This design comes from an exercise in tuning for small area, a short achievable clock period and few clock cycles per item on the open sky130 flow, not from production work. Only simulation tests tie the RTL to the original design; equivalence was not proved. Power figures rest on the tool's default switching activity, not on a simulated workload.

==> design/flow/config.mk <==
export PLATFORM = sky130hd
export DESIGN_NAME = proj_readout_top
export DESIGN_NICKNAME = proj_readout_top
export VERILOG_FILES = /design/flow/design.v
export SDC_FILE = /design/flow/constraint.sdc
export NUM_CORES = 4
export LEC_CHECK = 0
export CAP_MARGIN = 20
export CORE_AREA = 5 5 245 245
export DIE_AREA = 0 0 250 250
export PLACE_DENSITY = 0.6
export SETUP_SLACK_MARGIN = 2.4
export SLEW_MARGIN = 20
export SYNTH_HIERARCHICAL = 1
export SYNTH_MINIMUM_KEEP_SIZE = 0
==> design/flow/constraint.sdc <==
create_clock -name core_clock -period 4.5 [get_ports {clk}]
set_input_delay 0.9000 -clock core_clock [delete_from_list [all_inputs] [get_ports {clk}]]
set_output_delay 0.9000 -clock core_clock [all_outputs]
set_load 0.01 [all_outputs]
==> design/flow/design.v <==
module aoi222 (
    input  logic a1, a2,
    input  logic b1, b2,
    input  logic c1, c2,
    output logic y
);
    assign y = ~((a1 & a2) | (b1 & b2) | (c1 & c2));
endmodule
module proj_readout_top (
    input  logic         clk,
    input  logic         rst,
    input  logic         event_start,    
    input  logic [71:0]  item_count,     
    input  logic [527:0] mem_data,       
    input  logic         out_ack,        
    output logic [11:0]  mem_rd_en,      
    output logic [59:0]  mem_rd_addr,    
    output logic [53:0]  out_word,       
    output logic         out_req,        
    output logic         done            
);
    localparam int N_MEM = 12;
    logic             busy;       
    logic             init;       
    logic             wait1;      
    logic             arm;        
    logic             fin;        
    logic [2:0]       bx;         
    logic [3:0]       k;          
    logic [4:0]       a;          
    logic [N_MEM-1:0] nzq;        
    logic [5:0]       cnt;        
    logic [3:0]       nk;         
    logic             any_q;      
    logic             eom_q;      
    logic [43:0]      data_q;     
    logic             last_q;     
    logic [N_MEM-1:0] nz;         
    logic [N_MEM-1:0] above;      
    logic [3:0]       k_above;    
    logic             end_of_mem;
    logic             accept;     
    logic             ack_seen;   
    logic             idle_link;  
    always_comb begin
        for (int j = 0; j < N_MEM; j++) begin
            nz[j]    = |item_count[6*j +: 6];
            above[j] = nzq[j] && (init || (4'(j) > k));
        end
        k_above = '0;
        for (int j = N_MEM - 1; j >= 0; j--) begin
            if (above[j]) k_above = 4'(j);
        end
    end
    logic [N_MEM-1:0] kdec;       
    logic [N_MEM-1:0] ksel;       
    logic [5:0]       cnt_n [N_MEM/3];
    logic [43:0]      data_n [N_MEM/3];
    logic [5:0]       cnt_sel;
    logic [43:0]      data_sel;
    always_comb begin
        for (int j = 0; j < N_MEM; j++) begin
            kdec[j] = (k == 4'(j));
        end
    end
    for (genvar g = 0; g < N_MEM / 3; g++) begin : g_grp
        for (genvar i = 0; i < 6; i++) begin : g_cnt
            aoi222 u_aoi (
                .a1 (kdec[3*g]),     .a2 (item_count[6*(3*g) + i]),
                .b1 (kdec[3*g + 1]), .b2 (item_count[6*(3*g + 1) + i]),
                .c1 (kdec[3*g + 2]), .c2 (item_count[6*(3*g + 2) + i]),
                .y  (cnt_n[g][i])
            );
        end
        for (genvar i = 0; i < 44; i++) begin : g_dat
            aoi222 u_aoi (
                .a1 (ksel[3*g]),     .a2 (mem_data[44*(3*g) + i]),
                .b1 (ksel[3*g + 1]), .b2 (mem_data[44*(3*g + 1) + i]),
                .c1 (ksel[3*g + 2]), .c2 (mem_data[44*(3*g + 2) + i]),
                .y  (data_n[g][i])
            );
        end
    end
    assign cnt_sel  = ~(cnt_n[0] & cnt_n[1] & cnt_n[2] & cnt_n[3]);
    assign data_sel = ~(data_n[0] & data_n[1] & data_n[2] & data_n[3]);
    assign end_of_mem = ({1'b0, a} + 6'd1) == cnt;
    assign accept     = event_start && !busy;
    assign ack_seen   = out_req && out_ack;
    assign idle_link  = !out_req && !out_ack;
    always_ff @(posedge clk) begin
        if (rst) begin
            busy    <= 1'b0;
            init    <= 1'b0;
            wait1   <= 1'b0;
            arm     <= 1'b0;
            fin     <= 1'b0;
            out_req <= 1'b0;
            done    <= 1'b0;
            bx      <= 3'd7;
        end else begin
            done  <= 1'b0;
            init  <= 1'b0;
            wait1 <= init;
            if (accept) begin
                busy <= 1'b1;
                init <= 1'b1;
                arm  <= 1'b0;
                fin  <= 1'b0;
                bx   <= bx + 3'd1;
            end else if (busy) begin
                if (wait1) arm <= 1'b1;
                if (init) begin
                    if (nzq == '0) begin
                        done <= 1'b1;          
                        busy <= 1'b0;
                    end
                end else if (ack_seen) begin
                    out_req <= 1'b0;
                    if (last_q) fin <= 1'b1;
                end else if (idle_link) begin
                    if (fin) begin
                        done <= 1'b1;          
                        busy <= 1'b0;
                    end else if (arm) begin
                        out_req <= 1'b1;
                    end
                end
            end
        end
    end
    always_ff @(posedge clk) begin
        if (init) begin
            a <= '0;
            k <= k_above;
        end else if (ack_seen) begin
            if (!eom_q) begin
                a <= a + 5'd1;
            end else if (!last_q) begin
                a <= '0;
                k <= nk;
            end
        end
    end
    always_ff @(posedge clk) begin
        nzq    <= nz;
        nk     <= k_above;
        any_q  <= |above;
        ksel   <= kdec;
        cnt    <= cnt_sel;
        data_q <= data_sel;
        eom_q  <= end_of_mem;
        last_q <= end_of_mem && !any_q;
    end
    assign mem_rd_en   = '1;
    assign mem_rd_addr = {N_MEM{a}};
    assign out_word    = {last_q, bx, k, 2'b00, data_q};
endmodule
==> design/flow/flow/run.sh <==
#!/bin/bash
# Standard layout, with the smallest buffer on every input and output port,
# pins allowed one routing track apart, and the pins of each selected bit
# (its twelve memory inputs and its output) placed side by side.
set -uo pipefail
export BUFFER_PORTS_ARGS="-buffer_cell sky130_fd_sc_hd__buf_1"
export PLACE_PINS_ARGS="-min_distance 1 -min_distance_in_tracks $(cat flow/pin_groups.txt)"
bash standard.sh > standard.log 2>&1
==> design/flow/flow/pin_groups.txt <==
-group_pins {mem_data[0] mem_data[44] mem_data[88] mem_data[132] mem_data[176] mem_data[220] mem_data[264] mem_data[308] mem_data[352] mem_data[396] mem_data[440] mem_data[484] out_word[0]} -group_pins {mem_data[1] mem_data[45] mem_data[89] mem_data[133] mem_data[177] mem_data[221] mem_data[265] mem_data[309] mem_data[353] mem_data[397] mem_data[441] mem_data[485] out_word[1]} -group_pins {mem_data[2] mem_data[46] mem_data[90] mem_data[134] mem_data[178] mem_data[222] mem_data[266] mem_data[310] mem_data[354] mem_data[398] mem_data[442] mem_data[486] out_word[2]} -group_pins {mem_data[3] mem_data[47] mem_data[91] mem_data[135] mem_data[179] mem_data[223] mem_data[267] mem_data[311] mem_data[355] mem_data[399] mem_data[443] mem_data[487] out_word[3]} -group_pins {mem_data[4] mem_data[48] mem_data[92] mem_data[136] mem_data[180] mem_data[224] mem_data[268] mem_data[312] mem_data[356] mem_data[400] mem_data[444] mem_data[488] out_word[4]} -group_pins {mem_data[5] mem_data[49] mem_data[93] mem_data[137] mem_data[181] mem_data[225] mem_data[269] mem_data[313] mem_data[357] mem_data[401] mem_data[445] mem_data[489] out_word[5]} -group_pins {mem_data[6] mem_data[50] mem_data[94] mem_data[138] mem_data[182] mem_data[226] mem_data[270] mem_data[314] mem_data[358] mem_data[402] mem_data[446] mem_data[490] out_word[6]} -group_pins {mem_data[7] mem_data[51] mem_data[95] mem_data[139] mem_data[183] mem_data[227] mem_data[271] mem_data[315] mem_data[359] mem_data[403] mem_data[447] mem_data[491] out_word[7]} -group_pins {mem_data[8] mem_data[52] mem_data[96] mem_data[140] mem_data[184] mem_data[228] mem_data[272] mem_data[316] mem_data[360] mem_data[404] mem_data[448] mem_data[492] out_word[8]} -group_pins {mem_data[9] mem_data[53] mem_data[97] mem_data[141] mem_data[185] mem_data[229] mem_data[273] mem_data[317] mem_data[361] mem_data[405] mem_data[449] mem_data[493] out_word[9]} -group_pins {mem_data[10] mem_data[54] mem_data[98] mem_data[142] mem_data[186] mem_data[230] mem_data[274] mem_data[318] mem_data[362] mem_data[406] mem_data[450] mem_data[494] out_word[10]} -group_pins {mem_data[11] mem_data[55] mem_data[99] mem_data[143] mem_data[187] mem_data[231] mem_data[275] mem_data[319] mem_data[363] mem_data[407] mem_data[451] mem_data[495] out_word[11]} -group_pins {mem_data[12] mem_data[56] mem_data[100] mem_data[144] mem_data[188] mem_data[232] mem_data[276] mem_data[320] mem_data[364] mem_data[408] mem_data[452] mem_data[496] out_word[12]} -group_pins {mem_data[13] mem_data[57] mem_data[101] mem_data[145] mem_data[189] mem_data[233] mem_data[277] mem_data[321] mem_data[365] mem_data[409] mem_data[453] mem_data[497] out_word[13]} -group_pins {mem_data[14] mem_data[58] mem_data[102] mem_data[146] mem_data[190] mem_data[234] mem_data[278] mem_data[322] mem_data[366] mem_data[410] mem_data[454] mem_data[498] out_word[14]} -group_pins {mem_data[15] mem_data[59] mem_data[103] mem_data[147] mem_data[191] mem_data[235] mem_data[279] mem_data[323] mem_data[367] mem_data[411] mem_data[455] mem_data[499] out_word[15]} -group_pins {mem_data[16] mem_data[60] mem_data[104] mem_data[148] mem_data[192] mem_data[236] mem_data[280] mem_data[324] mem_data[368] mem_data[412] mem_data[456] mem_data[500] out_word[16]} -group_pins {mem_data[17] mem_data[61] mem_data[105] mem_data[149] mem_data[193] mem_data[237] mem_data[281] mem_data[325] mem_data[369] mem_data[413] mem_data[457] mem_data[501] out_word[17]} -group_pins {mem_data[18] mem_data[62] mem_data[106] mem_data[150] mem_data[194] mem_data[238] mem_data[282] mem_data[326] mem_data[370] mem_data[414] mem_data[458] mem_data[502] out_word[18]} -group_pins {mem_data[19] mem_data[63] mem_data[107] mem_data[151] mem_data[195] mem_data[239] mem_data[283] mem_data[327] mem_data[371] mem_data[415] mem_data[459] mem_data[503] out_word[19]} -group_pins {mem_data[20] mem_data[64] mem_data[108] mem_data[152] mem_data[196] mem_data[240] mem_data[284] mem_data[328] mem_data[372] mem_data[416] mem_data[460] mem_data[504] out_word[20]} -group_pins {mem_data[21] mem_data[65] mem_data[109] mem_data[153] mem_data[197] mem_data[241] mem_data[285] mem_data[329] mem_data[373] mem_data[417] mem_data[461] mem_data[505] out_word[21]} -group_pins {mem_data[22] mem_data[66] mem_data[110] mem_data[154] mem_data[198] mem_data[242] mem_data[286] mem_data[330] mem_data[374] mem_data[418] mem_data[462] mem_data[506] out_word[22]} -group_pins {mem_data[23] mem_data[67] mem_data[111] mem_data[155] mem_data[199] mem_data[243] mem_data[287] mem_data[331] mem_data[375] mem_data[419] mem_data[463] mem_data[507] out_word[23]} -group_pins {mem_data[24] mem_data[68] mem_data[112] mem_data[156] mem_data[200] mem_data[244] mem_data[288] mem_data[332] mem_data[376] mem_data[420] mem_data[464] mem_data[508] out_word[24]} -group_pins {mem_data[25] mem_data[69] mem_data[113] mem_data[157] mem_data[201] mem_data[245] mem_data[289] mem_data[333] mem_data[377] mem_data[421] mem_data[465] mem_data[509] out_word[25]} -group_pins {mem_data[26] mem_data[70] mem_data[114] mem_data[158] mem_data[202] mem_data[246] mem_data[290] mem_data[334] mem_data[378] mem_data[422] mem_data[466] mem_data[510] out_word[26]} -group_pins {mem_data[27] mem_data[71] mem_data[115] mem_data[159] mem_data[203] mem_data[247] mem_data[291] mem_data[335] mem_data[379] mem_data[423] mem_data[467] mem_data[511] out_word[27]} -group_pins {mem_data[28] mem_data[72] mem_data[116] mem_data[160] mem_data[204] mem_data[248] mem_data[292] mem_data[336] mem_data[380] mem_data[424] mem_data[468] mem_data[512] out_word[28]} -group_pins {mem_data[29] mem_data[73] mem_data[117] mem_data[161] mem_data[205] mem_data[249] mem_data[293] mem_data[337] mem_data[381] mem_data[425] mem_data[469] mem_data[513] out_word[29]} -group_pins {mem_data[30] mem_data[74] mem_data[118] mem_data[162] mem_data[206] mem_data[250] mem_data[294] mem_data[338] mem_data[382] mem_data[426] mem_data[470] mem_data[514] out_word[30]} -group_pins {mem_data[31] mem_data[75] mem_data[119] mem_data[163] mem_data[207] mem_data[251] mem_data[295] mem_data[339] mem_data[383] mem_data[427] mem_data[471] mem_data[515] out_word[31]} -group_pins {mem_data[32] mem_data[76] mem_data[120] mem_data[164] mem_data[208] mem_data[252] mem_data[296] mem_data[340] mem_data[384] mem_data[428] mem_data[472] mem_data[516] out_word[32]} -group_pins {mem_data[33] mem_data[77] mem_data[121] mem_data[165] mem_data[209] mem_data[253] mem_data[297] mem_data[341] mem_data[385] mem_data[429] mem_data[473] mem_data[517] out_word[33]} -group_pins {mem_data[34] mem_data[78] mem_data[122] mem_data[166] mem_data[210] mem_data[254] mem_data[298] mem_data[342] mem_data[386] mem_data[430] mem_data[474] mem_data[518] out_word[34]} -group_pins {mem_data[35] mem_data[79] mem_data[123] mem_data[167] mem_data[211] mem_data[255] mem_data[299] mem_data[343] mem_data[387] mem_data[431] mem_data[475] mem_data[519] out_word[35]} -group_pins {mem_data[36] mem_data[80] mem_data[124] mem_data[168] mem_data[212] mem_data[256] mem_data[300] mem_data[344] mem_data[388] mem_data[432] mem_data[476] mem_data[520] out_word[36]} -group_pins {mem_data[37] mem_data[81] mem_data[125] mem_data[169] mem_data[213] mem_data[257] mem_data[301] mem_data[345] mem_data[389] mem_data[433] mem_data[477] mem_data[521] out_word[37]} -group_pins {mem_data[38] mem_data[82] mem_data[126] mem_data[170] mem_data[214] mem_data[258] mem_data[302] mem_data[346] mem_data[390] mem_data[434] mem_data[478] mem_data[522] out_word[38]} -group_pins {mem_data[39] mem_data[83] mem_data[127] mem_data[171] mem_data[215] mem_data[259] mem_data[303] mem_data[347] mem_data[391] mem_data[435] mem_data[479] mem_data[523] out_word[39]} -group_pins {mem_data[40] mem_data[84] mem_data[128] mem_data[172] mem_data[216] mem_data[260] mem_data[304] mem_data[348] mem_data[392] mem_data[436] mem_data[480] mem_data[524] out_word[40]} -group_pins {mem_data[41] mem_data[85] mem_data[129] mem_data[173] mem_data[217] mem_data[261] mem_data[305] mem_data[349] mem_data[393] mem_data[437] mem_data[481] mem_data[525] out_word[41]} -group_pins {mem_data[42] mem_data[86] mem_data[130] mem_data[174] mem_data[218] mem_data[262] mem_data[306] mem_data[350] mem_data[394] mem_data[438] mem_data[482] mem_data[526] out_word[42]} -group_pins {mem_data[43] mem_data[87] mem_data[131] mem_data[175] mem_data[219] mem_data[263] mem_data[307] mem_data[351] mem_data[395] mem_data[439] mem_data[483] mem_data[527] out_word[43]} -group_pins {mem_rd_addr[0] mem_rd_addr[5] mem_rd_addr[10] mem_rd_addr[15] mem_rd_addr[20] mem_rd_addr[25] mem_rd_addr[30] mem_rd_addr[35] mem_rd_addr[40] mem_rd_addr[45] mem_rd_addr[50] mem_rd_addr[55]} -group_pins {mem_rd_addr[1] mem_rd_addr[6] mem_rd_addr[11] mem_rd_addr[16] mem_rd_addr[21] mem_rd_addr[26] mem_rd_addr[31] mem_rd_addr[36] mem_rd_addr[41] mem_rd_addr[46] mem_rd_addr[51] mem_rd_addr[56]} -group_pins {mem_rd_addr[2] mem_rd_addr[7] mem_rd_addr[12] mem_rd_addr[17] mem_rd_addr[22] mem_rd_addr[27] mem_rd_addr[32] mem_rd_addr[37] mem_rd_addr[42] mem_rd_addr[47] mem_rd_addr[52] mem_rd_addr[57]} -group_pins {mem_rd_addr[3] mem_rd_addr[8] mem_rd_addr[13] mem_rd_addr[18] mem_rd_addr[23] mem_rd_addr[28] mem_rd_addr[33] mem_rd_addr[38] mem_rd_addr[43] mem_rd_addr[48] mem_rd_addr[53] mem_rd_addr[58]} -group_pins {mem_rd_addr[4] mem_rd_addr[9] mem_rd_addr[14] mem_rd_addr[19] mem_rd_addr[24] mem_rd_addr[29] mem_rd_addr[34] mem_rd_addr[39] mem_rd_addr[44] mem_rd_addr[49] mem_rd_addr[54] mem_rd_addr[59]} -group_pins {item_count[0] item_count[6] item_count[12] item_count[18] item_count[24] item_count[30] item_count[36] item_count[42] item_count[48] item_count[54] item_count[60] item_count[66]} -group_pins {item_count[1] item_count[7] item_count[13] item_count[19] item_count[25] item_count[31] item_count[37] item_count[43] item_count[49] item_count[55] item_count[61] item_count[67]} -group_pins {item_count[2] item_count[8] item_count[14] item_count[20] item_count[26] item_count[32] item_count[38] item_count[44] item_count[50] item_count[56] item_count[62] item_count[68]} -group_pins {item_count[3] item_count[9] item_count[15] item_count[21] item_count[27] item_count[33] item_count[39] item_count[45] item_count[51] item_count[57] item_count[63] item_count[69]} -group_pins {item_count[4] item_count[10] item_count[16] item_count[22] item_count[28] item_count[34] item_count[40] item_count[46] item_count[52] item_count[58] item_count[64] item_count[70]} -group_pins {item_count[5] item_count[11] item_count[17] item_count[23] item_count[29] item_count[35] item_count[41] item_count[47] item_count[53] item_count[59] item_count[65] item_count[71]}
==> design/flow/standard.sh <==
#!/bin/bash
# synth_recipe.tcl (not shown) runs the flow's synth.tcl, then flattens the netlist and writes it again
# the make line also repeats each setting of config.mk as NAME=value (left out here)
make -C /OpenROAD-flow-scripts/flow DESIGN_CONFIG=/design/flow/config.mk WORK_HOME=/design/flow/orfs CLKGATE_MAP_FILE= SYNTH_SCRIPT=/design/flow/synth_recipe.tcl "${@:-finish}"
==> results.txt <==
outcome=complete, no violations; unrepaired setup endpoints after global routing=yes; hold-fix buffer count after cts=0; layout cells sized above 1=5.34%; largest net degree at the start of global routing=45; PwrDens=258 nW/µm²; WL/cell=17.7 µm; Residual DRC=0; # rows=88; core area=57,400 µm²; clock skew=0.0116 ns; YS warnings=9; DP HPWL=27,600 µm; number of max-cap violations=0; Slew @ Worst Pin=1.07 ns; Distinct cells, synth=58; Routability Congestion=0.981; Setup CP Type=reg -> reg; area grow syn2layout=59.9%; count of input and output buffers=717; sequential share of the synthesized area=33.5%; Die Ht=250 µm; Avg Inst Size Synth=9.77 µm²; CTS tree=built; Top Ports=732; CTS buffer count=9; Vias per Instance=4.67; final design utilization=17.0%; VDD IR max=0.186 mV; Min Clock Period, post-route=2.12 ns; Synth Flop Type=dfxtp_1; first-pass GRT wire length=51,500 µm; period utilisation layout=47.0%; Peak Freq=473 MHz; Rel. slew slack=28.2%; worst min path class=reg -> reg; WP data arrival=2.43 ns; CP required=4.82 ns; Final Hold Vio Count=0; H-tree depth=3; insertion delay to the later sink of the worst-skew pair=0.39 ns; Total GRT Usage=10.4%; Die W=250 µm; Initial Utilization=10.6%; Slew Limit Fails=0; # setup viols final=0; clock sink count=100; Post-synth ARST share=0%; die area=62,500 µm²; number of diodes=0; number of synthesized register bits=100; Remaining Overflow, GRT=0; Max clock buf depth=2; Syn Inst Count=624; setup TNS=0 ns; final wirelength=36,700 µm; CP endpoint kind=flip-flop; vias in the first global route=9,500; Root Buffer=clkbuf_16; startpoint types=flip-flop; Netlist Area Pre-Place=6090 µm²; initial antenna violation count=0; Clock Pin Slew Worst Setup and Hold Paths=0.08 ns; total number of vias=9,689; worst-path fanout max=8; nets=1,914; DRT iter0 DRCs=2,013; number of synthesized flops with an enable pin=4; TritonRoute pass-1 iters=20; LEAKAGE=2.89 nW; Post-DRT Antenna Nets=0
## cell families after synthesis
family          share of synthesized area [%]
compound gates                           38.4
simple gates                             15.5
flops                                    33.5
buf+inv                                  10.2
xor+xnor                                 1.15
fa+ha+maj                               0.821
other cells                             0.123
mux                                     0.349
## Yosys stat by module, one instance, submodules excluded
module,area [µm²],flops+latches,cells,times used
aoi222,10.0,0,1,200
proj_readout_top,4090,100,424,1
## critical path, cell delays in order, from the launching register on
cell	delay, ns
edfxtp_1	0.47
buf_4	0.20
nand2b_1	0.18
nor3_1	0.84
a222oi_1	0.23
nand4_1	0.13
## area by class of cell
class | count | area, µm²
Clock inverter | 7 | 100
Timing Repair Buffer | 740 | 2860
Sequential cell | 100 | 2080
Fill cell | 6476 | 47600
Multi-Input combinational cell | 446 | 3490
Tap cell | 765 | 957
Inverter | 9 | 33.8
Clock buffer | 9 | 225
## cells in the final DEF, fill, tap and decap left out, drive strengths merged, types with 2 or more instances in the layout
master,Yosys,layout
nor3,9,9
edfxtp,4,4
and2,3,3
ha,4,4
a31o,2,2
nand2,32,32
nor3b,5,5
o22ai,2,2
o311ai,2,2
nor4,16,16
nor2b,5,5
buf,79,740
clkbuf,2,9
a21oi,10,10
conb,2,14
a222oi,200,200
o21ai,9,9
clkinv,0,3
a31oi,4,4
o211ai,2,2
xnor2,4,4
nand2b,9,9
nand4,52,52
nor2,32,32
xor2,4,4
a211oi,2,2
nand3,4,4
inv,9,12
a2bb2oi,2,2
dfxtp,96,96
## synthesized netlist by cell type (2+ instances only)
| library cell | count | share of area, % |
|---|---|---|
| nand2b_1 | 9 | 0.92 |
| a21oi_1 | 10 | 0.82 |
| edfxtp_1 | 4 | 2.0 |
| nor3_1 | 8 | 0.66 |
| xor2_1 | 4 | 0.57 |
| o211ai_1 | 2 | 0.25 |
| nor3b_1 | 5 | 0.62 |
| nand3_1 | 4 | 0.33 |
| ha_1 | 4 | 0.82 |
| nand4_1 | 52 | 5.3 |
| a2bb2oi_1 | 2 | 0.29 |
| nor2_1 | 32 | 2.0 |
| buf_2 | 5 | 0.41 |
| xnor2_1 | 4 | 0.57 |
| nor4_1 | 15 | 1.5 |
| a31oi_1 | 4 | 0.41 |
| o22ai_1 | 2 | 0.21 |
| dfxtp_1 | 96 | 32 |
| o21ai_1 | 3 | 0.25 |
| inv_1 | 9 | 0.55 |
| nor2b_1 | 5 | 0.51 |
| conb_1 | 2 | 0.12 |
| and2_1 | 3 | 0.31 |
| nand2_1 | 31 | 1.9 |
| o21ai_0 | 4 | 0.33 |
| buf_4 | 72 | 8.9 |
| clkbuf_1 | 2 | 0.12 |
| o21ai_2 | 2 | 0.29 |
| a222oi_1 | 200 | 33 |
## metrics by stage
| stage | cells | hold WS [ns] | area, µm² | setup WS, ns | power, W |
|---|---|---|---|---|---|
| after detailed placement | 2048 | 0.373 | 9300 | 2.15 | 0.00162 |
| after global routing | 2076 | 0.422 | 9750 | 2.37 | 0.00268 |
| after global placement | 2048 | 0.371 | 9300 | 2.17 | 0.00161 |
| after floorplan | 636 | 0.367 | 6140 | 2.57 | 0.00129 |
| final | 2076 | 0.384 | 9750 | 2.38 | 0.00251 |
| after CTS | 2075 | 0.385 | 9720 | 2.43 | 0.00258 |
## sequential cells by signal, indices dropped and copies added, names as in the netlist
| name | cells |
|---|---|
| data_q | 44 |
| ksel | 12 |
| nzq | 12 |
| cnt | 6 |
| a | 5 |
| k | 4 |
| nk | 4 |
| bx | 3 |
| any_q | 1 |
| arm | 1 |
| busy | 1 |
| done | 1 |
| eom_q | 1 |
| fin | 1 |
| init | 1 |
| last_q | 1 |
| out_req | 1 |
| wait1 | 1 |
## routing by layer
metal	GRT usage [%]	vias up	wire length, µm
met5	0	-	0
met4	7.58	0	2550
met3	3.37	220	4980
met2	16.4	1008	15900
met1	11.8	4269	13300
li1	-	4192	-
## repair_timing
item,4_1_cts,5_1_grt
gates resized for setup,6,5
pin swaps,0,1
setup buffers,11,1
endpoints found under the setup margin,68,22
## worst paths after layout
| kind | startpoint | to | slack, ns | depth (start not counted) |
|---|---|---|---|---|
| setup / recovery | k[3] | cnt[3] | 2.38 | 5 |
| hold / removal | any_q | last_q | 0.38 | 1 |
| setup reg to reg | k[3] | cnt[3] | 2.38 | 5 |
| hold reg to reg | any_q | last_q | 0.38 | 1 |
## report_power, final
| part | total, W | switching, W | internal, W |
|---|---|---|---|
| clock network | 0.000896 | 0.000446 | 0.000451 |
| registers | 0.00103 | 0.0000574 | 0.000974 |
| logic | 0.000586 | 0.000314 | 0.000272 |
Testbench counts, summed over its fixed seeds: cycles 93,176, words 22,694.

[afterwards: timing with drivers on the ports]
The flow's constraints put no driver on any port. The routed layout listed below was extracted and timed again, unchanged, in two steps.
Step 1: set_driving_cell puts a clkbuf_16 on clk and a buf_2 on each other input, an assumption about the parent block.
Step 2 times the ports against the registers' clock, not the clock port: input delays grow and output delays shrink by t, the midpoint of the rising clock arrivals with the driver on.
Three values: no drivers, after step 1, after step 2; two values: the first two.
t (ns): 0.430
setup slack, ns: 2.384 / 2.384 / 2.301
worst slew at a driven data input, ns: 0.07
After both steps this run still meets setup and hold. The setup slack of this run moves by 0.000 ns with the drivers and by -0.083 ns with both steps.
